Source: an optimization exercise on an open RTL-to-GDS flow (aim: small area). Production flows keep margins and buffers that such runs may drop. The RTL was checked by simulation tests, not by an equivalence proof against the original design. Power figures rest on the tool's default switching activity, not on a simulated workload.

wip/zinc:
// sys_periph
module sys_periph (
   input  logic       sys_clk,
   input  logic       reset_n,
   input  logic       bus_sel,
   input  logic       bus_wr_en,
   input  logic       bus_rd_req,
   input  logic [7:0] bus_addr,
   input  logic [7:0] bus_wr_data,
   output logic [7:0] bus_rd_data,
   output logic       bus_ready,
   input  logic       uart_rx,
   output logic       uart_tx,
   output logic       cpu_clk_en,
   output logic       irq_n
);
For scale: roughly 1,500 cells after synthesis, about 410 flip-flops, roughly 34 I/O pins, roughly 0.018 sq mm of cells after synthesis.
export LEC_CHECK = 0
export CAP_MARGIN = 5
export CORE_MARGIN = 2
export CORE_UTILIZATION = 40
export CTS_BUF_LIST = sky130_fd_sc_hd__clkbuf_8
export CTS_CLUSTER_DIAMETER = 70
export CTS_CLUSTER_SIZE = 18
export SLEW_MARGIN = 5
create_clock -name core_clock -period 10.0 [get_ports {sys_clk}]
standard.sh (not shown) runs the stock make flow with config.mk's settings and CLKGATE_MAP_FILE= SYNTH_SCRIPT=/design/flow/synth_recipe.tcl, a recipe that flattens the netlist after the stock synthesis.
==> flow/flow/run.sh <==
#!/bin/bash
# Standard ORFS layout with two changes: ports are buffered with the
# smallest buffer, and clock tree synthesis inserts no dummy loads.
set -euo pipefail
export BUFFER_PORTS_ARGS="-buffer_cell sky130_fd_sc_hd__buf_1"
export CTS_ARGS="-sink_clustering_enable -repair_clock_nets -dont_use_dummy_load -buf_list sky130_fd_sc_hd__clkbuf_8 -sink_clustering_size 18 -sink_clustering_max_diameter 70"
bash standard.sh synth > synth.log 2>&1
bash standard.sh floorplan > floorplan.log 2>&1
bash standard.sh place > place.log 2>&1
bash standard.sh cts > cts.log 2>&1
bash standard.sh finish > finish.log 2>&1
For wip/lagoon, these inputs were changed with respect to wip/zinc:
- CTS_CLUSTER_DIAMETER: 70 -> 60
- CTS_CLUSTER_SIZE: 18 -> 17
- CAP_MARGIN: 5 -> 20
- SLEW_MARGIN: 5 -> 20
diff --git a/flow/flow/run.sh b/flow/flow/run.sh
--- a/flow/flow/run.sh
+++ b/flow/flow/run.sh
@@ -5,3 +5,3 @@
 export BUFFER_PORTS_ARGS="-buffer_cell sky130_fd_sc_hd__buf_1"
-export CTS_ARGS="-sink_clustering_enable -repair_clock_nets -dont_use_dummy_load -buf_list sky130_fd_sc_hd__clkbuf_8 -sink_clustering_size 18 -sink_clustering_max_diameter 70"
+export CTS_ARGS="-sink_clustering_enable -repair_clock_nets -dont_use_dummy_load -buf_list sky130_fd_sc_hd__clkbuf_8 -sink_clustering_size 17 -sink_clustering_max_diameter 60"
 bash standard.sh synth > synth.log 2>&1
==> run summary <==
Cell area | wip/lagoon vs wip/zinc | wip/lagoon larger. The non-clock buffer area fraction after layout on wip/zinc is in line with that on wip/lagoon. Register share of the cell area for wip/lagoon: 0.23 points down relative to wip/zinc. When wip/lagoon is measured against wip/zinc, its global-route usage turns out 0.35 points higher. Looking at via count of the first global-routing pass, wip/lagoon sits about 0.64% higher than wip/zinc does.
[inputs] wip/pepper vs wip/lagoon
- CTS_CLUSTER_SIZE now 8, was 17
- CTS_CLUSTER_DIAMETER now 40, was 60
- CAP_MARGIN now 5, was 20
- CTS_BUF_LIST now sky130_fd_sc_hd__clkbuf_4, was sky130_fd_sc_hd__clkbuf_8
- SLEW_MARGIN now 5, was 20
==> flow/run.sh (new file) <==
#!/bin/bash
# synth_recipe.tcl (not shown) runs the flow's synth.tcl, then flattens the netlist and writes it again
# the make line also repeats each setting of config.mk as NAME=value (left out here)
make -C /OpenROAD-flow-scripts/flow DESIGN_CONFIG=/design/flow/config.mk WORK_HOME=/design/flow/orfs CLKGATE_MAP_FILE= SYNTH_SCRIPT=/design/flow/synth_recipe.tcl finish
removed: flow/flow/run.sh
removed: flow/standard.sh
### Flow results
wip/pepper vs. wip/lagoon: number of buffers created by CTS increased 34, final critical path time including I/O delays and setup increased 130 ps, area of the multi-input gates held steady, wire length of the first global-routing pass up 1500 um. Having completed the whole flow, wip/pepper delivered a layout that passed the timing, design-rule and antenna checks. Summary of the comparison: share of total power in combinational logic is lower in wip/pepper, relative to wip/lagoon. wip/pepper ended with more via count of the first global-routing pass than wip/lagoon. wip/pepper against wip/lagoon: wire length went up; switching portion of total power went up; total power went up; number of fill cells went down. In wip/pepper relative to wip/lagoon, met1 wire length had gone down slightly.
What wip/onyx does differently from wip/pepper at the input level:
- CTS_BUF_LIST: sky130_fd_sc_hd__clkbuf_4 -> sky130_fd_sc_hd__clkbuf_8
- SLEW_MARGIN: 5 -> 20
- CTS_CLUSTER_SIZE: 8 -> 14
- CAP_MARGIN: 5 -> 20
- CTS_CLUSTER_DIAMETER: 40 -> 50
==> flow/flow/run.sh (new file) <==
#!/bin/bash
# Standard ORFS layout with two changes: ports are buffered with the
# smallest buffer, and clock tree synthesis inserts no dummy loads.
set -euo pipefail
export BUFFER_PORTS_ARGS="-buffer_cell sky130_fd_sc_hd__buf_1"
export CTS_ARGS="-sink_clustering_enable -repair_clock_nets -dont_use_dummy_load -buf_list sky130_fd_sc_hd__clkbuf_8 -sink_clustering_size 14 -sink_clustering_max_diameter 50"
bash standard.sh synth > synth.log 2>&1
bash standard.sh floorplan > floorplan.log 2>&1
bash standard.sh place > place.log 2>&1
bash standard.sh cts > cts.log 2>&1
bash standard.sh finish > finish.log 2>&1
==> flow/standard.sh (new file) <==
#!/bin/bash
# synth_recipe.tcl (not shown) runs the flow's synth.tcl, then flattens the netlist and writes it again
# the make line also repeats each setting of config.mk as NAME=value (left out here)
make -C /OpenROAD-flow-scripts/flow DESIGN_CONFIG=/design/flow/config.mk WORK_HOME=/design/flow/orfs CLKGATE_MAP_FILE= SYNTH_SCRIPT=/design/flow/synth_recipe.tcl "${@:-finish}"
removed: flow/run.sh
Notes after the runs:
wip/pepper has higher internal portion of total power than wip/onyx.
Lower maximum fanout encountered on the critical timing path goes to wip/onyx over wip/pepper.
Final cell count without fillers of wip/onyx falls short of that of wip/pepper by a few percent.

## static timing again, ports no longer ideal
The flow's constraints put no driver on any port. The routed layouts listed below were extracted and timed again, unchanged, in two steps.
Step 1 sets driving cells, clkbuf_16 on the clock port and buf_2 on the other inputs (assumed; they add their load-dependent delay and slew).
Step 2, shift: input delay + t, output delay - t, t = (earliest + latest rising clock arrival at the registers) / 2. This alone moves slack from input paths to output paths.
Three values: no drivers, after step 1, after step 2; two values: the first two.
run | shift t [ns] | setup slack, ns | worst slew at a driven data input, ns | pins driven straight from the clock port
wip/zinc | 0.680 | 5.551 / 5.572 / 4.903 | 0.06 | 1
wip/lagoon | 0.632 | 5.520 / 5.520 / 4.934 | 0.05 | 1
wip/pepper | 0.783 | 5.388 / 5.419 / 4.635 | 0.05 | 1
wip/onyx | 0.649 | 5.528 / 5.528 / 4.964 | 0.05 | 1
After both steps every run listed still meets setup and hold. The setup slack of wip/pepper, which loses most, moves by +0.031 ns with the drivers and by -0.753 ns with both steps.
